Background: an optimization exercise with open tools, aiming at small area, a short achievable clock period and few clock cycles. Do not read the settings as production practice. In this exercise RTL edits were held to simulation tests only and were not proved equivalent to the original.

File: flow/config.mk
export PLATFORM = sky130hd
export DESIGN_NAME = exec_stage_md
export DESIGN_NICKNAME = exec_stage_md
export VERILOG_FILES = /design/flow/design.v
export SDC_FILE = /design/flow/constraint.sdc
export NUM_CORES = 4
export LEC_CHECK = 0
export CAP_MARGIN = 20
export CORE_MARGIN = 2
export CORE_UTILIZATION = 40
export SETUP_SLACK_MARGIN = 0.2
export SLEW_MARGIN = 20
File: flow/constraint.sdc
create_clock -name core_clock -period 11.5 [get_ports {clk}]
set_input_delay 2.3000 -clock core_clock [delete_from_list [all_inputs] [get_ports {clk}]]
set_output_delay 2.3000 -clock core_clock [all_outputs]
set_load 0.01 [all_outputs]
File: flow/design.v
`default_nettype none
module exec_stage_md #(
    parameter int XLEN     = 32,
    parameter int MUL_LAT  = 2,
    parameter int DIV_ITER = 32
) (
    input  wire logic            clk,
    input  wire logic            rst_n,
    input  wire logic            in_valid,
    output      logic            in_ready,
    input  wire logic            flush,
    input  wire logic            md_en,
    input  wire logic [2:0]      md_op,
    input  wire logic [4:0]      alu_ctrl,
    input  wire logic            jump,
    input  wire logic            branch,
    input  wire logic            sel_a_pc,
    input  wire logic            sel_b_imm,
    input  wire logic            tgt_rs1,
    input  wire logic [XLEN-1:0] rd1,
    input  wire logic [XLEN-1:0] rd2,
    input  wire logic [XLEN-1:0] pc,
    input  wire logic [XLEN-1:0] imm,
    input  wire logic [1:0]      fwd_a,
    input  wire logic [1:0]      fwd_b,
    input  wire logic [XLEN-1:0] result_w,
    input  wire logic [XLEN-1:0] alu_result_m,
    output      logic            out_valid,
    input  wire logic            out_ready,
    output      logic [XLEN-1:0] result,
    output      logic [XLEN-1:0] write_data,
    output      logic [XLEN-1:0] pc_target,
    output      logic            redirect,
    output      logic            stall_o
);
    localparam int SH_W    = $clog2(XLEN);
    localparam int CNT_MAX = (DIV_ITER > MUL_LAT) ? DIV_ITER : MUL_LAT;
    localparam int CNT_W   = $clog2(CNT_MAX + 1);
    localparam logic [CNT_W-1:0] MUL_LAST = CNT_W'(MUL_LAT - 1);
    localparam logic [CNT_W-1:0] DIV_LAST = CNT_W'(DIV_ITER - 1);
    localparam logic [CNT_W-1:0] CNT_ONE  = CNT_W'(1);
    localparam logic [XLEN-1:0]  INT_MIN  = {1'b1, {(XLEN-1){1'b0}}};
    localparam logic [4:0] ALU_ADD  = 5'd0;
    localparam logic [4:0] ALU_SUB  = 5'd1;
    localparam logic [4:0] ALU_SLL  = 5'd2;
    localparam logic [4:0] ALU_SLT  = 5'd3;
    localparam logic [4:0] ALU_SLTU = 5'd4;
    localparam logic [4:0] ALU_XOR  = 5'd5;
    localparam logic [4:0] ALU_SRL  = 5'd6;
    localparam logic [4:0] ALU_SRA  = 5'd7;
    localparam logic [4:0] ALU_OR   = 5'd8;
    localparam logic [4:0] ALU_AND  = 5'd9;
    localparam logic [4:0] ALU_EQ   = 5'd10;
    localparam logic [4:0] ALU_NE   = 5'd11;
    localparam logic [4:0] ALU_LT   = 5'd12;
    localparam logic [4:0] ALU_GE   = 5'd13;
    localparam logic [4:0] ALU_LTU  = 5'd14;
    localparam logic [4:0] ALU_GEU  = 5'd15;
    localparam logic [4:0] ALU_PASSB = 5'd16;
    localparam logic [2:0] OP_MUL    = 3'd0;
    localparam logic [2:0] OP_MULH   = 3'd1;
    localparam logic [2:0] OP_MULHSU = 3'd2;
    typedef enum logic [1:0] {
        S_IDLE = 2'd0,
        S_MUL  = 2'd1,
        S_DIV  = 2'd2,
        S_DONE = 2'd3
    } state_t;
    state_t          state_q, state_d;
    logic [CNT_W-1:0] cnt_q, cnt_d;
    logic [2:0]      op_q, op_d;
    logic [XLEN-1:0] op_a_q, op_a_d;
    logic [XLEN-1:0] op_b_q, op_b_d;
    logic [XLEN-1:0] rem_q, rem_d;
    logic            neg_quo_q, neg_quo_d;
    logic            neg_rem_q, neg_rem_d;
    logic [XLEN-1:0] res_q, res_d;
    logic [XLEN-1:0] wd_q, wd_d;
    logic [XLEN-1:0] pct_q, pct_d;
    logic [XLEN-1:0] rs1, rs2, alu_a, alu_b, alu_out;
    logic [XLEN-1:0] tgt_sum, pc_tgt;
    logic [SH_W-1:0] shamt;
    always_comb begin
        case (fwd_a)
            2'b01:   rs1 = result_w;
            2'b10:   rs1 = alu_result_m;
            default: rs1 = rd1;
        endcase
        case (fwd_b)
            2'b01:   rs2 = result_w;
            2'b10:   rs2 = alu_result_m;
            default: rs2 = rd2;
        endcase
    end
    assign alu_a = sel_a_pc  ? pc  : rs1;
    assign alu_b = sel_b_imm ? imm : rs2;
    assign shamt = alu_b[SH_W-1:0];
    always_comb begin
        alu_out = '0;
        case (alu_ctrl)
            ALU_ADD:   alu_out = alu_a + alu_b;
            ALU_SUB:   alu_out = alu_a - alu_b;
            ALU_SLL:   alu_out = alu_a << shamt;
            ALU_SLT:   alu_out = {{(XLEN-1){1'b0}}, $signed(alu_a) < $signed(alu_b)};
            ALU_SLTU:  alu_out = {{(XLEN-1){1'b0}}, alu_a < alu_b};
            ALU_XOR:   alu_out = alu_a ^ alu_b;
            ALU_SRL:   alu_out = alu_a >> shamt;
            ALU_SRA:   alu_out = $unsigned($signed(alu_a) >>> shamt);
            ALU_OR:    alu_out = alu_a | alu_b;
            ALU_AND:   alu_out = alu_a & alu_b;
            ALU_EQ:    alu_out = {{(XLEN-1){1'b0}}, alu_a == alu_b};
            ALU_NE:    alu_out = {{(XLEN-1){1'b0}}, alu_a != alu_b};
            ALU_LT:    alu_out = {{(XLEN-1){1'b0}}, $signed(alu_a) < $signed(alu_b)};
            ALU_GE:    alu_out = {{(XLEN-1){1'b0}}, $signed(alu_a) >= $signed(alu_b)};
            ALU_LTU:   alu_out = {{(XLEN-1){1'b0}}, alu_a < alu_b};
            ALU_GEU:   alu_out = {{(XLEN-1){1'b0}}, alu_a >= alu_b};
            ALU_PASSB: alu_out = alu_b;
            default:   alu_out = '0;
        endcase
    end
    assign tgt_sum = (tgt_rs1 ? rs1 : pc) + imm;
    assign pc_tgt  = {tgt_sum[XLEN-1:1], tgt_sum[0] & ~tgt_rs1};
    logic            mul_a_signed, mul_b_signed;
    logic [2*XLEN-1:0] mul_a_ext, mul_b_ext, prod;
    logic [XLEN-1:0] mul_res;
    assign mul_a_signed = (op_q == OP_MULH) || (op_q == OP_MULHSU);
    assign mul_b_signed = (op_q == OP_MULH);
    assign mul_a_ext = {{XLEN{mul_a_signed & op_a_q[XLEN-1]}}, op_a_q};
    assign mul_b_ext = {{XLEN{mul_b_signed & op_b_q[XLEN-1]}}, op_b_q};
    assign prod      = mul_a_ext * mul_b_ext;
    assign mul_res   = (op_q == OP_MUL) ? prod[XLEN-1:0] : prod[2*XLEN-1:XLEN];
    logic            in_signed, a_neg, b_neg, div_zero, div_ovf;
    logic [XLEN-1:0] a_mag, b_mag, special_res;
    assign in_signed = ~md_op[0];
    assign a_neg     = in_signed & rs1[XLEN-1];
    assign b_neg     = in_signed & rs2[XLEN-1];
    assign a_mag     = a_neg ? -rs1 : rs1;
    assign b_mag     = b_neg ? -rs2 : rs2;
    assign div_zero  = (rs2 == '0);
    assign div_ovf   = in_signed & (rs1 == INT_MIN) & (rs2 == '1);
    assign special_res = div_zero ? (md_op[1] ? rs1 : '1)
                                  : (md_op[1] ? '0  : rs1);
    logic [XLEN:0]   rem_sh, rem_sub;
    logic            q_bit;
    logic [XLEN-1:0] rem_nxt, quo_nxt, div_res;
    assign rem_sh  = {rem_q, op_a_q[XLEN-1]};
    assign rem_sub = rem_sh - {1'b0, op_b_q};
    assign q_bit   = ~rem_sub[XLEN];
    assign rem_nxt = q_bit ? rem_sub[XLEN-1:0] : rem_sh[XLEN-1:0];
    assign quo_nxt = {op_a_q[XLEN-2:0], q_bit};
    assign div_res = op_q[1] ? (neg_rem_q ? -rem_nxt : rem_nxt)
                             : (neg_quo_q ? -quo_nxt : quo_nxt);
    always_comb begin
        state_d   = state_q;
        cnt_d     = cnt_q;
        op_d      = op_q;
        op_a_d    = op_a_q;
        op_b_d    = op_b_q;
        rem_d     = rem_q;
        neg_quo_d = neg_quo_q;
        neg_rem_d = neg_rem_q;
        res_d     = res_q;
        wd_d      = wd_q;
        pct_d     = pct_q;
        case (state_q)
            S_IDLE: begin
                if (in_valid && md_en) begin
                    op_d  = md_op;
                    wd_d  = rs2;
                    pct_d = pc_tgt;
                    cnt_d = '0;
                    rem_d = '0;
                    if (!md_op[2]) begin
                        state_d = S_MUL;
                        op_a_d  = rs1;
                        op_b_d  = rs2;
                    end else if (div_zero || div_ovf) begin
                        state_d = S_DONE;
                        res_d   = special_res;
                    end else begin
                        state_d   = S_DIV;
                        op_a_d    = a_mag;
                        op_b_d    = b_mag;
                        neg_quo_d = a_neg ^ b_neg;
                        neg_rem_d = a_neg;
                    end
                end
            end
            S_MUL: begin
                cnt_d = cnt_q + CNT_ONE;
                if (cnt_q == MUL_LAST) begin
                    res_d   = mul_res;
                    state_d = S_DONE;
                end
            end
            S_DIV: begin
                op_a_d = quo_nxt;
                rem_d  = rem_nxt;
                cnt_d  = cnt_q + CNT_ONE;
                if (cnt_q == DIV_LAST) begin
                    res_d   = div_res;
                    state_d = S_DONE;
                end
            end
            S_DONE: begin
                if (out_ready) state_d = S_IDLE;
            end
            default: state_d = S_IDLE;
        endcase
        if (flush) state_d = S_IDLE;
    end
    always_ff @(posedge clk or negedge rst_n) begin
        if (!rst_n) begin
            state_q   <= S_IDLE;
            cnt_q     <= '0;
            op_q      <= '0;
            op_a_q    <= '0;
            op_b_q    <= '0;
            rem_q     <= '0;
            neg_quo_q <= 1'b0;
            neg_rem_q <= 1'b0;
            res_q     <= '0;
            wd_q      <= '0;
            pct_q     <= '0;
        end else begin
            state_q   <= state_d;
            cnt_q     <= cnt_d;
            op_q      <= op_d;
            op_a_q    <= op_a_d;
            op_b_q    <= op_b_d;
            rem_q     <= rem_d;
            neg_quo_q <= neg_quo_d;
            neg_rem_q <= neg_rem_d;
            res_q     <= res_d;
            wd_q      <= wd_d;
            pct_q     <= pct_d;
        end
    end
    logic is_idle, is_busy, is_done, live;
    assign is_idle = (state_q == S_IDLE);
    assign is_done = (state_q == S_DONE);
    assign is_busy = (state_q == S_MUL) || (state_q == S_DIV);
    assign live    = rst_n & ~flush;
    assign in_ready   = is_idle;
    assign out_valid  = live & (is_idle ? (in_valid & ~md_en) : is_done);
    assign redirect   = live & is_idle & in_valid & ~md_en
                            & (jump | (branch & alu_out[0]));
    assign stall_o    = live & (is_busy | (is_done & ~out_ready));
    assign result     = (rst_n & is_idle) ? alu_out : res_q;
    assign write_data = (rst_n & is_idle) ? rs2     : wd_q;
    assign pc_target  = (rst_n & is_idle) ? pc_tgt  : pct_q;
endmodule
`default_nettype wire
File: flow/run.sh
#!/bin/bash
# synth_recipe.tcl (not shown) runs the flow's synth.tcl, then flattens the netlist and writes it again
# the make line also repeats each setting of config.mk as NAME=value (left out here)
make -C /OpenROAD-flow-scripts/flow DESIGN_CONFIG=/design/flow/config.mk WORK_HOME=/design/flow/orfs CLKGATE_MAP_FILE= SYNTH_SCRIPT=/design/flow/synth_recipe.tcl finish
==> impl_metrics.ini <==
[timing]
rsz0062_at_grt = false
skew_ps = 48.1
period_share_pct = 96.6
relSlewSlack_pct = 14.4
drv_slew = 0
hold_viol = 0
layout_min_cycle_time_ps = 11110
hold_ws_ps = 482
tightest_slew_ps = 1270
setup_viol = 0
fin_setup_tns_ps = 0
fmax_ghz = 0.0900

[global_route]
grt_pass1_wl_um = 433000
track_usage_pct = 35.5
antenna_found_initial = 22
grt_max_degree = 139
grt-ovfl-total = 0
grt_pass1_vias = 61900

[critical_path]
critical_path_class = input pin to output pin
reg2reg_setup_slack_ps = 870
crit_fanout = 13
cp-start-kind = input pin
crit_path_end_kind = output pin
cp.arrival_ps = 8810
cp.required_ps = 9200
r2r_cells = 31

[drt]
route.met3.wl_um = 22800
top_layer = met5
num_vias = 60700
finalWirelength_um = 298000
routedWlPerCell_um = 28.3
ant_nets = 0
wl_met1_um = 116000
viasPerCell = 5.78
drt_pass1_iterations = 6
drtIter0Drc = 5751
drc_errors = 0
wl_met2_um = 136000

[clocking]
clock-sinks = 205
root_buffer = clkbuf_16
clock_latency_ps = 650
htreeDepth = 1
cts.path.max_buffers = 3
cts_tree = yes
cts_setup_buffers = 0
cts_hold_buf = 0
cts_buffers = 28
clk_pin_slew_ps = 60

[placed_design]
dp.cells = 10400
gp_congestion = 1.06
dp.final_hpwl_um = 249000
port-buffer-count = 314

[yosys]
syn_inst = 8158
syn_avg_cell_area_um2 = 7.99
yosysWarnings = 1
ys_seq_elements = 205
syn_area_um2 = 65200
synthArstFlopShare_pct = 100
synthFlopType = dfrtp_1
synth_cell_type_count = 109
synth_edf_count = 0
syn-num-nets = 9890
seq_area_frac_synth_pct = 7.87

[layout]
fillers = 16400
syn_to_final_growth_pct = 11.3
fin_nets = 10000
multi_input_area_um2 = 53000
final_cell_count_no_fill = 10500
layout-drive-gt1-share_pct = 6.22
seq_area_um2 = 5140

[floorplan]
core_um2 = 162000
ioPinCount = 315
start_util_pct = 40.2
dieArea_um2 = 166000
die_height_um = 408
die_w_um = 408
rows = 148

[outcome]
outcome = no timing/DRC/antenna violations

[min_path]
holdPathStages = 2
hp-class = flip-flop to flip-flop

[flow_run]
maxCapViolations = 0
[critical path: stages]
cell and delay (ps):
clkdlybuf4s50_1 640, ha_2 440, buf_4 260, buf_4 200, a221oi_1 110, or2_2 370
o21ai_1 280, ha_1 350, inv_1 120, o21bai_1 180, a31o_2 330, a311oi_2 390
o31ai_1 190, a21oi_1 160, buf_4 150, o21ai_1 70, a211o_1 420, a31o_2 340
o2bb2ai_1 130, o21ai_0 240, buf_4 150, o2111ai_1 150, a22o_1 300, clkdlybuf4s50_1 500
[flip-flops by register name, indices dropped and copies added, names as in the netlist, 3 cells and up]
name,flops
op_b_q,32
pct_q,32
op_q,3
op_a_q,32
rem_q,32
res_q,32
cnt_q,6
wd_q,32
[through the flow]
step                      setup WS (ps)  util, %  area (um2)
final                               394     44.7       72500
after global routing                202     44.7       72500
after CTS                           208     44.7       72500
after detailed placement           96.9     44.1       71500
after global placement             95.7     44.1       71500
after floorplan                    1370        -       65200
[repair_timing]
item,4_1_cts,5_1_grt
pin swaps,0,0
gates cloned,0,1
endpoints found under the setup margin,1,7
gates resized for setup,2,10
[cell usage after synthesis (46+ instances only)]
cell type	instances	area, um2
a21o_1	71	533
a21oi_1	397	1990
a221o_1	48	480
a221oi_1	71	622
a31oi_1	46	288
and2_1	283	1770
buf_1	54	203
clkbuf_1	419	1570
dfrtp_1	205	5130
fa_1	1129	22600
ha_1	388	4850
inv_1	1345	5050
mux2i_1	96	961
nand2_1	1347	5060
nand3_1	61	305
nor2_1	425	1600
nor3_1	96	480
o21ai_0	566	2830
o21ai_1	49	245
xnor2_1	167	1460
xor2_1	80	701
[logic make-up after synthesis]
logic type | after synthesis | synth area share, %
DFF | 205 | 7.87
buffers and inverters | 1879 | 11.0
and+or+nand+nor | 2471 | 16.9
muxes | 133 | 2.17
adders and majority gates | 1533 | 42.4
xor gates and xnor gates | 247 | 3.32
AOI/OAI and AO/OA | 1690 | 16.4
[area by class of cell]
type                            count  share of cell area [%]
Tap cell                         2175                    3.75
Timing Repair Buffer              622                    7.60
Antenna cell                       10                  0.0345
Clock buffer                       37                    1.10
Sequential cell                   205                    7.08
Multi-Input combinational cell   6074                    73.1
Inverter                         1357                    7.03
Clock inverter                     14                   0.252
Timing Repair inverter              1                 0.00690
[path summary, 6_finish.rpt]
kind,start,end
setup / recovery,fwd_a[1],result[27]
hold / removal,wd_q[0],wd_q[0]
setup reg to reg,op_q[0],res_q[27]
hold reg to reg,wd_q[0],wd_q[0]
max in group asynchronous,rst_n,op_b_q[23]
min in group asynchronous,rst_n,pct_q[31]
[placed cells by master (no fill, tap or decap), drive strengths merged, types with 22 or more instances in the layout]
cell type,count
nand3,61
nor4,30
a221o,48
o211ai,32
a211oi,40
o31ai,38
clkbuf,37
or2,33
o22ai,28
a31oi,46
a22o,22
mux2,34
xor2,80
a21o,71
xnor2,167
o221ai,30
mux2i,97
a221oi,76
o21bai,30
buf,312
inv,1351
nor2b,37
nand2,1349
fa,1129
nor3,97
a22oi,38
or3,32
ha,388
o21a,40
nor2,426
o21ai,622
nand2b,34
a21oi,399
and2,283
clkdlybuf4s50,310
dfrtp,205
[layer usage]
metal	vias up	track usage (%)
met2	2771	57.3
met1	30900	44.4
li1	26400	-
met4	20	21.6
met5	-	0
met3	640	6.08
Testbench counts, summed over its fixed seeds: cycles 25,609.

[separate check: timing with driven ports]
The flow's constraints put no driver on any port. The routed layout listed below was extracted and timed again, unchanged, in two steps.
Step 1 (the two cells are an assumption about what drives the block):
set clk [get_ports {clk}]
set_driving_cell -lib_cell sky130_fd_sc_hd__clkbuf_16 $clk
set_driving_cell -lib_cell sky130_fd_sc_hd__buf_2 [delete_from_list [all_inputs] $clk]
Step 2, shift: input delay + t, output delay - t, t = (earliest + latest rising clock arrival at the registers) / 2. This alone moves slack from input paths to output paths.
a / b / c = ideal / step 1 / step 2; a / b = the first two.
shift t [ns]: 0.701
slack for setup (ns): 0.394 / 0.357 / 0.357
hold slack, ns: 0.482 / 0.482 / 0.482
worst setup path at the end: input to output
worst data-port slew with drivers (ns): 0.20
After both steps setup and hold are still met in this run. The setup slack of this run moves by -0.037 ns with the drivers and by -0.037 ns with both steps.
